This is an optimization exercise on Yosys and OpenROAD, whose aim is small area and a short achievable clock period, not a production implementation. The RTL was checked by simulation tests, not by an equivalence proof against the original design. No activity file was given, so power comes from the tool's default toggle rates.

## rev 12
==> flow/design.v <==
package muxbus_responder_pkg;
  typedef enum logic [1:0] {
    S_IDLE = 2'd0,
    S_LO   = 2'd1,
    S_HI   = 2'd2,
    S_DATA = 2'd3
  } state_t;
  localparam logic [7:0] OE_WRITE = 8'hFF;
  localparam logic [7:0] OE_READ  = 8'h00;
  function automatic logic in_window(input logic [15:0] addr,
                                     input logic [15:0] base,
                                     input int unsigned aw);
    in_window = ((addr >> aw) == (base >> aw));
  endfunction
endpackage
module muxbus_ram #(
  parameter int AW = 8
) (
  input  logic          clk,
  input  logic [AW-1:0] addr,
  input  logic          ld,
  input  logic          we,
  input  logic [7:0]    wdata,
  output logic [7:0]    rdata
);
  logic [7:0]   mem [256];
  logic [31:0]  lsel_n_q;
  logic [31:0]  lsel;
  logic [7:0]   hsel_n_q, hwe_n, hwe;
  logic [255:0] row_we, row_keep;
  logic [7:0]   grp_n_q [8];
  always_ff @(posedge clk) begin
    if (ld) begin
      for (int i = 0; i < 32; i++) lsel_n_q[i] <= (addr[4:0] != 5'(i));
      for (int j = 0; j < 8; j++)  hsel_n_q[j] <= (addr[7:5] != 3'(j));
    end
  end
  assign hwe_n = ~({8{we}} & ~hsel_n_q);
  assign hwe   = {8{we}} & ~hsel_n_q;
  assign lsel  = ~lsel_n_q;
  for (genvar r = 0; r < 256; r++) begin : g_row
    logic [7:0] d;
    muxbus_nor2  u_we   (.a(lsel_n_q[r % 32]), .b(hwe_n[r / 32]), .y(row_we[r]));
    muxbus_nand2 u_keep (.a(lsel[r % 32]),     .b(hwe[r / 32]),   .y(row_keep[r]));
    for (genvar b = 0; b < 8; b++) begin : g_cell
      muxbus_a22o u_d (.a1(mem[r][b]), .a2(row_keep[r]), .b1(wdata[b]), .b2(row_we[r]), .x(d[b]));
    end
    always_ff @(posedge clk) mem[r] <= d;
  end
  for (genvar b = 0; b < 8; b++) begin : g_bit
    logic [7:0] grp_n;
    for (genvar j = 0; j < 8; j++) begin : g_grp
      logic [31:0] col;
      for (genvar i = 0; i < 32; i++) begin : g_col
        assign col[i] = mem[32*j+i][b];
      end
      muxbus_rdgrp u_grp (.m(col), .sel_n(lsel_n_q), .gsel_n(hsel_n_q[j]), .y_n(grp_n[j]));
    end
    always_ff @(posedge clk) grp_n_q[b] <= grp_n;
    assign rdata[b] = ~|grp_n_q[b];
  end
endmodule
module muxbus_rdgrp (input logic [31:0] m, input logic [31:0] sel_n,
                     input logic gsel_n, output logic y_n);
  logic [15:0] pair_n;
  logic [3:0]  quad;
  always_comb begin
    for (int k = 0; k < 16; k++)
      pair_n[k] = ~((m[2*k] | sel_n[2*k]) & (m[2*k+1] | sel_n[2*k+1]));
    for (int q = 0; q < 4; q++)
      quad[q] = ~(pair_n[4*q] | pair_n[4*q+1] | pair_n[4*q+2] | pair_n[4*q+3]);
    y_n = ~((&quad) | gsel_n);
  end
endmodule
module muxbus_nor2 (input logic a, b, output logic y);
  assign y = ~(a | b);
endmodule
module muxbus_nand2 (input logic a, b, output logic y);
  assign y = ~(a & b);
endmodule
module muxbus_a22o (input logic a1, a2, b1, b2, output logic x);
  assign x = (a1 & a2) | (b1 & b2);
endmodule
module muxbus_responder #(
  parameter int         MEM_AW    = 8,
  parameter logic [15:0] BASE     = 16'h0000,
  parameter logic [7:0] MISS_DATA = 8'hEA
) (
  input  logic             clk,
  input  logic             rst_n,
  input  logic             phi,
  input  logic [7:0]       addr_mux,
  input  logic [7:0]       bus_in,
  input  logic [7:0]       bus_oe_in,
  output logic [7:0]       data_out,
  output logic             data_oe,
  output logic             phase_err,
  output logic [15:0]      rd_count,
  output logic [15:0]      wr_count
);
  muxbus_responder_pkg::state_t state_q, state_d;
  logic              phi_q, fall, rise;
  logic              lo_done_q, is_wr_q, hit_q, phase_err_q, rd_data_q;
  logic              wr_pend_q;
  logic [7:0]        wdata_q, data_out_q, ram_rdata;
  logic              latch_lo, latch_hi, cycle_done, err_set;
  assign fall = phi_q & ~phi;
  assign rise = ~phi_q & phi;
  always_comb begin
    state_d    = state_q;
    latch_lo   = 1'b0;
    latch_hi   = 1'b0;
    cycle_done = 1'b0;
    err_set    = 1'b0;
    case (state_q)
      muxbus_responder_pkg::S_IDLE: if (fall) state_d = muxbus_responder_pkg::S_LO;
      muxbus_responder_pkg::S_LO: begin
        if (rise) begin
          if (!lo_done_q) begin
            err_set = 1'b1;
            state_d = muxbus_responder_pkg::S_IDLE;
          end else begin
            state_d = muxbus_responder_pkg::S_HI;
          end
        end else if (!lo_done_q) begin
          latch_lo = 1'b1;
        end
      end
      muxbus_responder_pkg::S_HI: begin
        if (fall) begin
          err_set = 1'b1;
          state_d = muxbus_responder_pkg::S_LO;
        end else begin
          latch_hi = 1'b1;
          state_d  = muxbus_responder_pkg::S_DATA;
        end
      end
      muxbus_responder_pkg::S_DATA: begin
        if (fall) begin
          cycle_done = 1'b1;
          state_d    = muxbus_responder_pkg::S_LO;
        end
      end
      default: state_d = muxbus_responder_pkg::S_IDLE;
    endcase
  end
  always_ff @(posedge clk or negedge rst_n) begin
    if (!rst_n) begin
      state_q     <= muxbus_responder_pkg::S_IDLE;
      phi_q       <= 1'b0;
      rd_data_q   <= 1'b0;
      phase_err_q <= 1'b0;
    end else begin
      state_q   <= state_d;
      phi_q     <= phi;
      rd_data_q <= (state_d == muxbus_responder_pkg::S_DATA) & ~is_wr_q;
      if (err_set) phase_err_q <= 1'b1;
    end
  end
  always_ff @(posedge clk) begin
    if (state_q != muxbus_responder_pkg::S_LO) lo_done_q <= 1'b0;
    else if (latch_lo)                         lo_done_q <= 1'b1;
    if (latch_lo) is_wr_q <= (bus_oe_in == muxbus_responder_pkg::OE_WRITE);
    if (latch_hi) begin
      wdata_q <= bus_in;
      hit_q   <= muxbus_responder_pkg::in_window({addr_mux, 8'h00}, BASE, MEM_AW);
    end
    wr_pend_q  <= cycle_done & is_wr_q & hit_q;
    data_out_q <= hit_q ? ram_rdata : MISS_DATA;
  end
  muxbus_ram #(.AW(MEM_AW)) u_ram (
    .clk   (clk),
    .addr  (MEM_AW'(addr_mux)),
    .ld    (latch_lo),
    .we    (wr_pend_q),
    .wdata (wdata_q),
    .rdata (ram_rdata)
  );
  assign data_out  = data_out_q;
  assign data_oe   = rd_data_q & phi;
  assign phase_err = phase_err_q;
  logic [15:0] rd_cnt_q, wr_cnt_q;
  always_ff @(posedge clk or negedge rst_n) begin
    if (!rst_n) begin
      rd_cnt_q <= '0;
      wr_cnt_q <= '0;
    end else if (cycle_done) begin
      if (is_wr_q) wr_cnt_q <= wr_cnt_q + 16'd1;
      else         rd_cnt_q <= rd_cnt_q + 16'd1;
    end
  end
  assign rd_count = rd_cnt_q;
  assign wr_count = wr_cnt_q;
endmodule
module muxbus_responder_top (
  input  logic        clk,
  input  logic        rst_n,
  input  logic        phi,
  input  logic [7:0]  addr_mux,
  input  logic [7:0]  bus_in,
  input  logic [7:0]  bus_oe_in,
  output logic [7:0]  data_out,
  output logic        data_oe,
  output logic        phase_err,
  output logic [15:0] rd_count,
  output logic [15:0] wr_count
);
  muxbus_responder #(
    .MEM_AW    (8),
    .BASE      (16'h0000),
    .MISS_DATA (8'hEA)
  ) u_resp (
    .clk       (clk),
    .rst_n     (rst_n),
    .phi       (phi),
    .addr_mux  (addr_mux),
    .bus_in    (bus_in),
    .bus_oe_in (bus_oe_in),
    .data_out  (data_out),
    .data_oe   (data_oe),
    .phase_err (phase_err),
    .rd_count  (rd_count),
    .wr_count  (wr_count)
  );
endmodule
==> flow/config.mk <==
export PLATFORM = sky130hd
export DESIGN_NAME = muxbus_responder_top
export DESIGN_NICKNAME = muxbus_responder_top
export VERILOG_FILES = /design/flow/design.v
export SDC_FILE = /design/flow/constraint.sdc
export NUM_CORES = 4
export LEC_CHECK = 0
export CAP_MARGIN = 20
export CORE_MARGIN = 2
export CORE_UTILIZATION = 55
export CTS_CLUSTER_DIAMETER = 60
export CTS_CLUSTER_SIZE = 20
export PLACE_DENSITY = 0.65
export SETUP_SLACK_MARGIN = 2.4
export SLEW_MARGIN = 20
export SYNTH_HIERARCHICAL = 1
==> flow/constraint.sdc <==
create_clock -name core_clock -period 5.0 [get_ports {clk}]
set_input_delay 1.0000 -clock core_clock [delete_from_list [all_inputs] [get_ports {clk}]]
set_output_delay 1.0000 -clock core_clock [all_outputs]
set_load 0.01 [all_outputs]
standard.sh (not shown) runs the stock make flow with config.mk's settings and CLKGATE_MAP_FILE= SYNTH_SCRIPT=/design/flow/synth_recipe.tcl, a recipe that flattens the netlist after the stock synthesis.
==> flow/flow/run.sh <==
#!/bin/bash
set -euo pipefail
bash standard.sh synth > synth.log 2>&1
bash standard.sh finish MATCH_CELL_FOOTPRINT=0 "BUFFER_PORTS_ARGS=-buffer_cell sky130_fd_sc_hd__buf_2" > layout.log 2>&1
for f in orfs/logs/*/muxbus_responder_top/base/*.log; do cp "$f" "orfs_$(basename "$f")"; done
Input-level comparison between rev 13 and rev 12:
--- a/flow/config.mk
+++ b/flow/config.mk
@@ -10,5 +10,5 @@
-export CORE_UTILIZATION = 55
-export CTS_CLUSTER_DIAMETER = 60
-export CTS_CLUSTER_SIZE = 20
-export PLACE_DENSITY = 0.65
-export SETUP_SLACK_MARGIN = 2.4
+export CORE_UTILIZATION = 60
+export CTS_CLUSTER_DIAMETER = 80
+export CTS_CLUSTER_SIZE = 26
+export PLACE_DENSITY = 0.7
+export SETUP_SLACK_MARGIN = 2.7
## What came out
Rev 13 against rev 12: slew of the pin with the lowest slew margin lower, non-filler instance count after layout fell by 201.
Against rev 12, internal power consumption in rev 13 came out better.
As of rev 13, routed wire length had fallen by a few percent compared to rev 12.
In rev 13, the minimum period implied by the final worst setup slack came out 0.26 ns below the value in rev 12.
On number of instances in the placed design: between rev 13 and rev 12, it ends up lower for rev 13.
Per the comparison of rev 13 with rev 12, met2 track utilization from global routing climbed 2.4 points, global-route usage climbed 2.5 points.
Buffers plus inverters on the worst setup path: rev 12 vs rev 13 identical

[port drivers added, routing unchanged]
In the flow no input, the clock included, has a driving cell. The finished layouts below were timed again as built, in two steps.
Step 1, drivers: a clkbuf_16 drives clk and a buf_2 each remaining input, both assumed.
Step 2, shift: input delay + t, output delay - t, t = (earliest + latest rising clock arrival at the registers) / 2. This alone moves slack from input paths to output paths.
a / b / c = ideal ports / drivers / drivers and shift; a / b = the first two.
run | t, ns | setup slack, ns | worst hold slack (ns)
rev 12 | 0.869 | 2.253 / 2.253 / 2.253 | 0.287 / 0.233 / 0.476
rev 13 | 0.826 | 2.509 / 2.509 / 2.374 | 0.344 / 0.285 / 0.492
After both steps every run listed still meets setup and hold. The setup slack of rev 13, which loses most, moves by 0.000 ns with the drivers and by -0.135 ns with both steps.
